Context: an optimization exercise on an open-source flow, tuned for small area, a short achievable clock period and few clock cycles per item. The choices shown serve that exercise and are no tape-out recipe.
RTL that was checked went through simulation tests only; none was proved equivalent to the original.

==> job 4855: inputs <==
==> flow/design.v <==
`timescale 1ns / 1ps
package bmff_pkg;
   localparam int MAX_BITS   = 1024;
   localparam int WORD_BITS  = 32;
   localparam int WORD_COUNT = (MAX_BITS + WORD_BITS - 1) / WORD_BITS;
   localparam int WORD_AW    = $clog2(WORD_COUNT);
   localparam int OFF_W      = $clog2(WORD_BITS);
   localparam int POS_W      = 10;
   localparam int CNT_W      = 11;
   localparam int VAL_W      = 8;
   localparam int CODE_W     = 3;
   localparam int CSR_AW     = 3;
   localparam int CSR_DW     = 32;
   localparam logic [CNT_W-1:0]     BIT_COUNT_RESET = CNT_W'(MAX_BITS);
   localparam logic [WORD_BITS-1:0] TOP_BIT         = {1'b1, {(WORD_BITS-1){1'b0}}};
   localparam logic [WORD_BITS-1:0] ALL_ONES        = {WORD_BITS{1'b1}};
   localparam logic REG_BIT_COUNT = 1'b0;
   typedef enum logic [CODE_W-1:0] {
      REQ_READ  = 3'd0,
      REQ_WRITE = 3'd1,
      REQ_FILL  = 3'd2,
      REQ_TEST  = 3'd3,
      REQ_FIND  = 3'd4
   } req_code_type;
   typedef enum logic [2:0] {
      ST_IDLE,
      ST_DECODE,
      ST_READ,
      ST_WRITE,
      ST_FILL,
      ST_SCAN,
      ST_DONE
   } state_type;
   typedef struct packed {
      logic capture;
      logic mem_rd;
      logic idx_step;
      logic latch_bit;
      logic write_bit;
      logic fill_word;
      logic scan_eval;
      logic load_rsp;
   } ctrl_cmd_type;
   typedef struct packed {
      logic [CODE_W-1:0] req_code;
      logic              bad;
      logic              val_ok;
      logic              n_zero;
      logic              idx_last;
      logic              scan_stop;
      logic              rsp_pending;
   } dp_status_type;
endpackage
`timescale 1ns / 1ps
module bmff_csr (
   input  logic        clock,
   input  logic        reset,
   input  logic        csr_psel,
   input  logic        csr_penable,
   input  logic        csr_pwrite,
   input  logic [2:0]  csr_paddr,
   input  logic [31:0] csr_pwdata,
   output logic [31:0] csr_prdata,
   output logic        csr_pready,
   output logic [10:0] bit_count,
   output logic        n_full,      
   output logic        n_zero,      
   output logic [4:0]  last_w,      
   output logic [4:0]  last_b       
);
   logic [10:0] bit_count_ff;
   logic        n_full_ff, n_zero_ff;
   logic [4:0]  last_w_ff, last_b_ff;
   logic [10:0] wd;
   logic [9:0]  wd_m1;
   assign wd = csr_pwdata[10:0];
   logic borrow;
   always_comb begin
      borrow = 1'b1;
      for (int i = 0; i < 10; i++) begin
         wd_m1[i] = wd[i] ^ borrow;
         borrow   = borrow && !wd[i];
      end
   end
   always_ff @(posedge clock) begin
      if (reset) begin
         bit_count_ff <= 11'd1024;
         n_full_ff    <= 1'b1;
         n_zero_ff    <= 1'b0;
         last_w_ff    <= 5'd31;
         last_b_ff    <= 5'd31;
      end else if (csr_psel && csr_penable && csr_pwrite && !csr_paddr[2]) begin
         bit_count_ff <= wd;
         n_full_ff    <= wd[10];
         n_zero_ff    <= (wd == 11'd0);
         last_w_ff    <= wd[10] ? 5'd31 : wd_m1[9:5];
         last_b_ff    <= wd[10] ? 5'd31 : wd_m1[4:0];
      end
   end
   assign csr_pready = 1'b1;
   assign csr_prdata = csr_paddr[2] ? 32'd0 : {21'd0, bit_count_ff};
   assign bit_count  = bit_count_ff;
   assign n_full     = n_full_ff;
   assign n_zero     = n_zero_ff;
   assign last_w     = last_w_ff;
   assign last_b     = last_b_ff;
endmodule
`timescale 1ns / 1ps
`timescale 1ns / 1ps
`timescale 1ns / 1ps
module bitmap_table_with_find_first_unit (
   input  logic        clock,
   input  logic        reset,
   input  logic        req_valid,
   output logic        req_ready,
   input  logic [2:0]  req_type,
   input  logic [9:0]  req_position,
   input  logic [7:0]  req_value,
   output logic        rsp_valid,
   input  logic        rsp_ready,
   output logic        rsp_bit_value,
   output logic        rsp_found,
   output logic [9:0]  rsp_found_position,
   output logic        rsp_all_equal,
   output logic        rsp_bad_position,
   input  logic        csr_psel,
   input  logic        csr_penable,
   input  logic        csr_pwrite,
   input  logic [2:0]  csr_paddr,
   input  logic [31:0] csr_pwdata,
   output logic [31:0] csr_prdata,
   output logic        csr_pready
);
   function automatic logic [5:0] first32(input logic [31:0] x);
      logic [4:0]  c;
      logic [31:0] v;
      v = x;
      c = '0;
      if (v[15:0] == '0) begin c[4] = 1'b1; v = v >> 16; end
      if (v[7:0] == '0)  begin c[3] = 1'b1; v = v >> 8;  end
      if (v[3:0] == '0)  begin c[2] = 1'b1; v = v >> 4;  end
      if (v[1:0] == '0)  begin c[1] = 1'b1; v = v >> 2;  end
      if (!v[0])         begin c[0] = 1'b1;              end
      first32 = {|x, c};
   endfunction
   function automatic logic lt10(input logic [9:0] a, input logic [9:0] b);
      logic r;
      r = 1'b0;
      for (int i = 0; i < 10; i++) begin
         r = (!a[i] && b[i]) || ((a[i] == b[i]) && r);
      end
      lt10 = r;
   endfunction
   function automatic logic lt5(input logic [4:0] a, input logic [4:0] b);
      logic r;
      r = 1'b0;
      for (int i = 0; i < 5; i++) begin
         r = (!a[i] && b[i]) || ((a[i] == b[i]) && r);
      end
      lt5 = r;
   endfunction
   logic [10:0] bit_count;
   logic        n_full, n_zero;
   logic [4:0]  last_w, last_b;
   bmff_csr u_csr (
      .clock       (clock),
      .reset       (reset),
      .csr_psel    (csr_psel),
      .csr_penable (csr_penable),
      .csr_pwrite  (csr_pwrite),
      .csr_paddr   (csr_paddr),
      .csr_pwdata  (csr_pwdata),
      .csr_prdata  (csr_prdata),
      .csr_pready  (csr_pready),
      .bit_count   (bit_count),
      .n_full      (n_full),
      .n_zero      (n_zero),
      .last_w      (last_w),
      .last_b      (last_b)
   );
   logic [31:0] tail_mask;    
   logic [31:0] w_used;       
   always_comb begin
      for (int b = 0; b < 32; b++) begin
         tail_mask[b] = !lt5(last_b, 5'(b));
      end
      for (int w = 0; w < 32; w++) begin
         w_used[w] = !lt5(last_w, 5'(w));
      end
   end
   logic [2:0] occ;        
   logic       ready_ff;
   logic       acc, take;
   logic [2:0] occ_in;
   assign req_ready = ready_ff;
   assign acc       = req_valid && ready_ff;
   assign take      = rsp_valid && rsp_ready;
   assign occ_in    = occ + {2'd0, acc} - {2'd0, take};
   always_ff @(posedge clock) begin
      if (reset) begin
         occ      <= 3'd0;
         ready_ff <= 1'b1;
      end else begin
         occ      <= occ_in;
         ready_ff <= (occ_in != 3'd5);
      end
   end
   logic       s0_v, s0_vok, s0_v0, s0_tgt, s0_bad;
   logic [2:0] s0_type;
   logic [4:0] s0_sw, s0_sb;
   logic [31:0] s0_sw_oh;       
   logic       in_test, in_vok;
   assign in_test = (req_type == 3'd3);
   assign in_vok  = (req_value[7:1] == 7'd0);
   always_ff @(posedge clock) begin
      if (reset) begin
         s0_v <= 1'b0;
      end else begin
         s0_v <= acc;
      end
      s0_type <= req_type;
      s0_sw   <= in_test ? 5'd0 : req_position[9:5];
      s0_sb   <= in_test ? 5'd0 : req_position[4:0];
      for (int w = 0; w < 32; w++) begin
         s0_sw_oh[w] <= in_test ? (w == 0) : (req_position[9:5] == 5'(w));
      end
      s0_vok  <= in_vok;
      s0_v0   <= req_value[0];
      s0_tgt  <= (req_type == 3'd0) ? 1'b1 : (in_test ? !req_value[0] : req_value[0]);
      s0_bad  <= !n_full && !lt10(req_position, bit_count[9:0]);
   end
   logic [31:0] tbl [0:31];
   logic [31:0] w_any, w_all;    
   logic        is_read, is_write, is_fill, is_test, is_find;
   logic        vok, v0, bad, tgt;
   logic [4:0]  sw, sb;
   assign is_read  = (s0_type == 3'd0);
   assign is_write = (s0_type == 3'd1);
   assign is_fill  = (s0_type == 3'd2);
   assign is_test  = (s0_type == 3'd3);
   assign is_find  = (s0_type == 3'd4);
   assign vok      = s0_vok;
   assign v0       = s0_v0;
   assign bad      = s0_bad;
   assign tgt      = s0_tgt;
   assign sw       = s0_sw;
   assign sb       = s0_sb;
   logic [31:0] a_word, a_hit;
   logic        a_bit;
   always_comb begin
      a_word = '0;
      for (int w = 0; w < 32; w++) begin
         a_word = a_word | (tbl[w] & {32{s0_sw_oh[w]}});
      end
      a_bit  = a_word[sb];
      for (int b = 0; b < 32; b++) begin
         a_hit[b] = (a_word[b] == tgt) && !lt5(5'(b), sb) &&
                    ((sw != last_w) || tail_mask[b]);
      end
   end
   logic [31:0] w_cand, w_first_oh;
   logic [5:0]  w_first;
   logic        w_seen;
   always_comb begin
      for (int w = 0; w < 32; w++) begin
         w_cand[w] = (tgt ? w_any[w] : !w_all[w]) && lt5(sw, 5'(w)) && w_used[w];
      end
      w_first = first32(w_cand);
      w_seen  = 1'b0;
      for (int w = 0; w < 32; w++) begin
         w_first_oh[w] = w_cand[w] && !w_seen;
         w_seen        = w_seen || w_cand[w];
      end
   end
   logic        wr_en, fill_en;
   logic [31:0] word_en, new_word;
   assign wr_en   = s0_v && is_write && !bad;
   assign fill_en = s0_v && is_fill && vok && !n_zero;
   always_comb begin
      for (int w = 0; w < 32; w++) begin
         word_en[w] = reset || (wr_en && s0_sw_oh[w]) || (fill_en && w_used[w]);
      end
      for (int b = 0; b < 32; b++) begin
         if (reset || !vok) begin
            new_word[b] = 1'b0;
         end else if (is_fill || (sb == 5'(b))) begin
            new_word[b] = v0;
         end else begin
            new_word[b] = a_word[b];
         end
      end
   end
   always_ff @(posedge clock) begin
      for (int w = 0; w < 32; w++) begin
         if (word_en[w]) begin
            tbl[w] <= new_word;
            w_any[w] <= |new_word;
            w_all[w] <= &new_word;
         end
      end
   end
   logic        s1_v, s1_read, s1_find, s1_test, s1_bad, s1_vok, s1_tgt, s1_bit, s1_bany;
   logic [4:0]  s1_sw, s1_bw;
   logic [31:0] s1_ahit, s1_bw_oh;
   always_ff @(posedge clock) begin
      if (reset) begin
         s1_v <= 1'b0;
      end else begin
         s1_v <= s0_v;
      end
      s1_read  <= is_read;
      s1_find  <= is_find;
      s1_test  <= is_test;
      s1_bad   <= bad && (is_read || is_write || is_find);
      s1_vok   <= vok;
      s1_tgt   <= tgt;
      s1_bit   <= a_bit;
      s1_sw    <= sw;
      s1_ahit  <= a_hit;
      s1_bany  <= w_first[5];
      s1_bw    <= w_first[4:0];
      s1_bw_oh <= w_first_oh;
   end
   logic [31:0] b_word, b_hit;
   logic [5:0]  a_first;
   always_comb begin
      b_word = '0;
      for (int w = 0; w < 32; w++) begin
         b_word = b_word | (tbl[w] & {32{s1_bw_oh[w]}});
      end
      for (int b = 0; b < 32; b++) begin
         b_hit[b] = (b_word[b] == s1_tgt) && ((s1_bw != last_w) || tail_mask[b]);
      end
      a_first = first32(s1_ahit);
   end
   logic        s2_v, s2_read, s2_find, s2_test, s2_bad, s2_vok, s2_bit, s2_bany, s2_aany;
   logic [4:0]  s2_sw, s2_bw, s2_apos;
   logic [31:0] s2_bhit;
   always_ff @(posedge clock) begin
      if (reset) begin
         s2_v <= 1'b0;
      end else begin
         s2_v <= s1_v;
      end
      s2_read <= s1_read;
      s2_find <= s1_find;
      s2_test <= s1_test;
      s2_bad  <= s1_bad;
      s2_vok  <= s1_vok;
      s2_bit  <= s1_bit;
      s2_bany <= s1_bany;
      s2_aany <= a_first[5];
      s2_apos <= a_first[4:0];
      s2_sw   <= s1_sw;
      s2_bw   <= s1_bw;
      s2_bhit <= b_hit;
   end
   logic [5:0] b_first;
   logic       f_any;
   logic [9:0] f_pos;
   always_comb begin
      b_first = first32(s2_bhit);
      f_any   = s2_aany || (s2_bany && b_first[5]);
      f_pos   = s2_aany ? {s2_sw, s2_apos} : {s2_bw, b_first[4:0]};
   end
   logic       r_bit, r_found, r_all;
   logic [9:0] r_pos;
   assign r_bit   = s2_read && !s2_bad && s2_bit;
   assign r_found = s2_find && !s2_bad && s2_vok && f_any;
   assign r_pos   = r_found ? f_pos : 10'd0;
   assign r_all   = s2_test && (n_zero || (s2_vok && !f_any));
   logic [13:0] q_data [0:4];
   logic [13:0] r_data;
   logic [2:0]  q_cnt;
   logic [2:0]  q_cnt_in;
   logic        rsp_valid_ff;
   assign r_data   = {r_bit, r_found, r_pos, r_all, s2_bad};
   assign q_cnt_in = q_cnt + {2'd0, s2_v} - {2'd0, take};
   always_ff @(posedge clock) begin
      if (reset) begin
         q_cnt        <= 3'd0;
         rsp_valid_ff <= 1'b0;
      end else begin
         q_cnt        <= q_cnt_in;
         rsp_valid_ff <= (q_cnt_in != 3'd0);
      end
      for (int i = 0; i < 5; i++) begin
         if (take) begin
            if (s2_v && (q_cnt == 3'(i + 1))) begin
               q_data[i] <= r_data;
            end else if (i < 4) begin
               q_data[i] <= q_data[i < 4 ? i + 1 : i];
            end
         end else if (s2_v && (q_cnt == 3'(i))) begin
            q_data[i] <= r_data;
         end
      end
   end
   assign rsp_valid          = rsp_valid_ff;
   assign rsp_bit_value      = q_data[0][13];
   assign rsp_found          = q_data[0][12];
   assign rsp_found_position = q_data[0][11:2];
   assign rsp_all_equal      = q_data[0][1];
   assign rsp_bad_position   = q_data[0][0];
endmodule
==> flow/run.sh <==
#!/bin/bash
# synth_recipe.tcl (not shown) runs the flow's synth.tcl, then flattens the netlist and writes it again
# the make line also repeats each setting of config.mk as NAME=value (left out here)
make -C /OpenROAD-flow-scripts/flow DESIGN_CONFIG=/design/flow/config.mk WORK_HOME=/design/flow/orfs CLKGATE_MAP_FILE= SYNTH_SCRIPT=/design/flow/synth_recipe.tcl finish
==> flow/config.mk <==
export PLATFORM = sky130hd
export DESIGN_NAME = bitmap_table_with_find_first_unit
export DESIGN_NICKNAME = bitmap_table_with_find_first_unit
export VERILOG_FILES = /design/flow/design.v
export SDC_FILE = /design/flow/constraint.sdc
export NUM_CORES = 4
export LEC_CHECK = 0
export CAP_MARGIN = 30
export CELL_PAD_IN_SITES_DETAIL_PLACEMENT = 1
export CELL_PAD_IN_SITES_GLOBAL_PLACEMENT = 2
export CORE_MARGIN = 2
export CORE_UTILIZATION = 35
export PLACE_DENSITY = 0.45
export SETUP_SLACK_MARGIN = 3.5
export SLEW_MARGIN = 30
==> flow/constraint.sdc <==
create_clock -name core_clock -period 7.0 [get_ports {clock}]
set_input_delay 1.4000 -clock core_clock [delete_from_list [all_inputs] [get_ports {clock}]]
set_output_delay 1.4000 -clock core_clock [all_outputs]
set_load 0.01 [all_outputs]
==> inputs of job 7063, as changes to job 4855 <==
--- a/flow/design.v
+++ b/flow/design.v
@@ -260,5 +260,4 @@
    end
-   logic [31:0] w_cand, w_first_oh;
-   logic [5:0]  w_first;
-   logic        w_seen;
+   logic [31:0] w_cand, w_before, w_first_oh;
+   logic        w_found;
    always_comb begin
@@ -267,11 +266,13 @@
       end
-      w_first = first32(w_cand);
-      w_seen  = 1'b0;
-      for (int w = 0; w < 32; w++) begin
-         w_first_oh[w] = w_cand[w] && !w_seen;
-         w_seen        = w_seen || w_cand[w];
-      end
+      w_before = {w_cand[30:0], 1'b0};
+      w_before = w_before | {w_before[30:0], 1'b0};
+      w_before = w_before | {w_before[29:0], 2'b0};
+      w_before = w_before | {w_before[27:0], 4'b0};
+      w_before = w_before | {w_before[23:0], 8'b0};
+      w_before = w_before | {w_before[15:0], 16'b0};
+      w_first_oh = w_cand & ~w_before;
+      w_found    = |w_cand;
    end
    logic        wr_en, fill_en;
-   logic [31:0] word_en, new_word;
+   logic [31:0] word_en, new_word, sb_oh;
    assign wr_en   = s0_v && is_write && !bad;
@@ -285,3 +286,3 @@
             new_word[b] = 1'b0;
-         end else if (is_fill || (sb == 5'(b))) begin
+         end else if (is_fill || sb_oh[b]) begin
             new_word[b] = v0;
@@ -292,2 +293,18 @@
    end
+   logic        new_any, new_all;
+   always_comb begin
+      for (int b = 0; b < 32; b++) begin
+         sb_oh[b] = (sb == 5'(b));
+      end
+      if (reset || !vok) begin
+         new_any = 1'b0;
+         new_all = 1'b0;
+      end else if (is_fill) begin
+         new_any = v0;
+         new_all = v0;
+      end else begin
+         new_any = v0 || |(a_word & ~sb_oh);
+         new_all = v0 && &(a_word | sb_oh);
+      end
+   end
    always_ff @(posedge clock) begin
@@ -295,5 +312,5 @@
          if (word_en[w]) begin
-            tbl[w] <= new_word;
-            w_any[w] <= |new_word;
-            w_all[w] <= &new_word;
+            tbl[w]   <= new_word;
+            w_any[w] <= new_any;
+            w_all[w] <= new_all;
          end
@@ -302,3 +319,3 @@
    logic        s1_v, s1_read, s1_find, s1_test, s1_bad, s1_vok, s1_tgt, s1_bit, s1_bany;
-   logic [4:0]  s1_sw, s1_bw;
+   logic [4:0]  s1_sw;
    logic [31:0] s1_ahit, s1_bw_oh;
@@ -319,4 +336,3 @@
       s1_ahit  <= a_hit;
-      s1_bany  <= w_first[5];
-      s1_bw    <= w_first[4:0];
+      s1_bany  <= w_found;
       s1_bw_oh <= w_first_oh;
@@ -325,2 +341,4 @@
    logic [5:0]  a_first;
+   logic [4:0]  s1_bw;
+   logic        b_last;
    always_comb begin
@@ -331,5 +349,11 @@
       for (int b = 0; b < 32; b++) begin
-         b_hit[b] = (b_word[b] == s1_tgt) && ((s1_bw != last_w) || tail_mask[b]);
+         b_hit[b] = (b_word[b] == s1_tgt) && (!b_last || tail_mask[b]);
       end
       a_first = first32(s1_ahit);
+      s1_bw   = '0;
+      b_last  = 1'b0;
+      for (int w = 0; w < 32; w++) begin
+         s1_bw  = s1_bw | (5'(w) & {5{s1_bw_oh[w]}});
+         b_last = b_last || (s1_bw_oh[w] && (last_w == 5'(w)));
+      end
    end
--- a/flow/config.mk
+++ b/flow/config.mk
@@ -12,2 +12,4 @@
 export CORE_UTILIZATION = 35
+export CTS_CLUSTER_DIAMETER = 80
+export CTS_CLUSTER_SIZE = 30
 export PLACE_DENSITY = 0.45
==> inputs of job 6932, as changes to job 4855 <==
--- a/flow/design.v
+++ b/flow/design.v
@@ -260,5 +260,4 @@
    end
-   logic [31:0] w_cand, w_first_oh;
-   logic [5:0]  w_first;
-   logic        w_seen;
+   logic [31:0] w_cand, w_before, w_first_oh;
+   logic        w_found;
    always_comb begin
@@ -267,11 +266,17 @@
       end
-      w_first = first32(w_cand);
-      w_seen  = 1'b0;
-      for (int w = 0; w < 32; w++) begin
-         w_first_oh[w] = w_cand[w] && !w_seen;
-         w_seen        = w_seen || w_cand[w];
-      end
+      w_before = {w_cand[30:0], 1'b0};
+      w_before = w_before | {w_before[30:0], 1'b0};
+      w_before = w_before | {w_before[29:0], 2'b0};
+      w_before = w_before | {w_before[27:0], 4'b0};
+      w_before = w_before | {w_before[23:0], 8'b0};
+      w_before = w_before | {w_before[15:0], 16'b0};
+      w_first_oh = w_cand & ~w_before;
+      w_found    = |w_cand;
+   end
+   logic clear;
+   always_ff @(posedge clock) begin
+      clear <= reset;
    end
    logic        wr_en, fill_en;
-   logic [31:0] word_en, new_word;
+   logic [31:0] word_en, new_word, sb_oh;
    assign wr_en   = s0_v && is_write && !bad;
@@ -280,8 +285,8 @@
       for (int w = 0; w < 32; w++) begin
-         word_en[w] = reset || (wr_en && s0_sw_oh[w]) || (fill_en && w_used[w]);
+         word_en[w] = clear || (wr_en && s0_sw_oh[w]) || (fill_en && w_used[w]);
       end
       for (int b = 0; b < 32; b++) begin
-         if (reset || !vok) begin
+         if (clear || !vok) begin
             new_word[b] = 1'b0;
-         end else if (is_fill || (sb == 5'(b))) begin
+         end else if (is_fill || sb_oh[b]) begin
             new_word[b] = v0;
@@ -292,2 +297,18 @@
    end
+   logic        new_any, new_all;
+   always_comb begin
+      for (int b = 0; b < 32; b++) begin
+         sb_oh[b] = (sb == 5'(b));
+      end
+      if (clear || !vok) begin
+         new_any = 1'b0;
+         new_all = 1'b0;
+      end else if (is_fill) begin
+         new_any = v0;
+         new_all = v0;
+      end else begin
+         new_any = v0 || |(a_word & ~sb_oh);
+         new_all = v0 && &(a_word | sb_oh);
+      end
+   end
    always_ff @(posedge clock) begin
@@ -295,5 +316,5 @@
          if (word_en[w]) begin
-            tbl[w] <= new_word;
-            w_any[w] <= |new_word;
-            w_all[w] <= &new_word;
+            tbl[w]   <= new_word;
+            w_any[w] <= new_any;
+            w_all[w] <= new_all;
          end
@@ -302,3 +323,3 @@
    logic        s1_v, s1_read, s1_find, s1_test, s1_bad, s1_vok, s1_tgt, s1_bit, s1_bany;
-   logic [4:0]  s1_sw, s1_bw;
+   logic [4:0]  s1_sw;
    logic [31:0] s1_ahit, s1_bw_oh;
@@ -319,4 +340,3 @@
       s1_ahit  <= a_hit;
-      s1_bany  <= w_first[5];
-      s1_bw    <= w_first[4:0];
+      s1_bany  <= w_found;
       s1_bw_oh <= w_first_oh;
@@ -325,2 +345,4 @@
    logic [5:0]  a_first;
+   logic [4:0]  s1_bw;
+   logic        b_last;
    always_comb begin
@@ -331,5 +353,11 @@
       for (int b = 0; b < 32; b++) begin
-         b_hit[b] = (b_word[b] == s1_tgt) && ((s1_bw != last_w) || tail_mask[b]);
+         b_hit[b] = (b_word[b] == s1_tgt) && (!b_last || tail_mask[b]);
       end
       a_first = first32(s1_ahit);
+      s1_bw   = '0;
+      b_last  = 1'b0;
+      for (int w = 0; w < 32; w++) begin
+         s1_bw  = s1_bw | (5'(w) & {5{s1_bw_oh[w]}});
+         b_last = b_last || (s1_bw_oh[w] && (last_w == 5'(w)));
+      end
    end
--- a/flow/config.mk
+++ b/flow/config.mk
@@ -11,5 +11,7 @@
 export CORE_MARGIN = 2
-export CORE_UTILIZATION = 35
-export PLACE_DENSITY = 0.45
-export SETUP_SLACK_MARGIN = 3.5
+export CORE_UTILIZATION = 45
+export CTS_CLUSTER_DIAMETER = 60
+export CTS_CLUSTER_SIZE = 24
+export PLACE_DENSITY = 0.65
+export SETUP_SLACK_MARGIN = 3.75
 export SLEW_MARGIN = 30
==> impl_metrics.json <==
{
  "synth_cell_types": 97,
  "min_from": "s1_bad",
  "wl_met3_mm": 43.36,
  "cts_made_buffers": 156,
  "clock_buffers": 199,
  "mostFrequentLayoutCells": "1114 x edfxtp_1, 570 x a22oi_1, 273 x buf_4, 197 x nand2_1, 196 x nor2_1",
  "status": "timing/DRC/antenna clean",
  "synth-seq-area-share_pct": 67.03,
  "inverters_excl_clock": 40,
  "r2r_cells": 12
}
The numbers above come from job 4855.

==> impl_metrics.json <==
{
  "status": "timing/DRC/antenna clean",
  "r2r_cells": 13,
  "clock_buffers": 129,
  "synth-seq-area-share_pct": 66.01,
  "min_from": "s1_sw[4]"
}
The numbers above come from job 6932.

==> impl_metrics.json <==
{
  "status": "timing/DRC/antenna clean",
  "min_from": "s1_sw[2]",
  "mostFrequentLayoutCells": "1114 x edfxtp_1, 633 x a22oi_1, 241 x buf_4, 220 x nand2_1, 202 x nor2_1",
  "inverters_excl_clock": 48,
  "clock_buffers": 98
}
The numbers above come from job 7063.

Testbench counts of job 4855, summed over its fixed seeds: cycles 6,432, requests 6,400.
Testbench counts of job 6932, summed over its fixed seeds: cycles 6,432, requests 6,400.
The RTL of job 7063 was laid out without a check of its function.

static timing again, ports no longer ideal:
No port has a modelled driver above. Below, the same layouts with a new extraction and two added sets of constraints.
Step 1: set_driving_cell puts a clkbuf_16 on clock and a buf_2 on each other input, an assumption about the parent block.
Step 2, shift: input delay + t, output delay - t, t = (earliest + latest rising clock arrival at the registers) / 2. This alone moves slack from input paths to output paths.
Slacks: ideal / step 1 / step 2; pairs: ideal / step 1.
| run | t, ns | setup WS [ns] | worst register clock-pin slew, ns | pins driven straight from the clock port |
|---|---|---|---|---|
| job 4855 | 0.915 | 3.377 / 3.377 / 2.654 | 0.07 / 0.07 | 1 |
| job 7063 | 0.854 | 3.144 / 3.144 / 2.608 | 0.12 / 0.12 | 1 |
| job 6932 | 0.857 | 3.483 / 3.483 / 3.077 | 0.10 / 0.10 | 1 |
After both steps every run listed still meets setup and hold. The setup slack of job 4855, which loses most, moves by 0.000 ns with the drivers and by -0.723 ns with both steps.
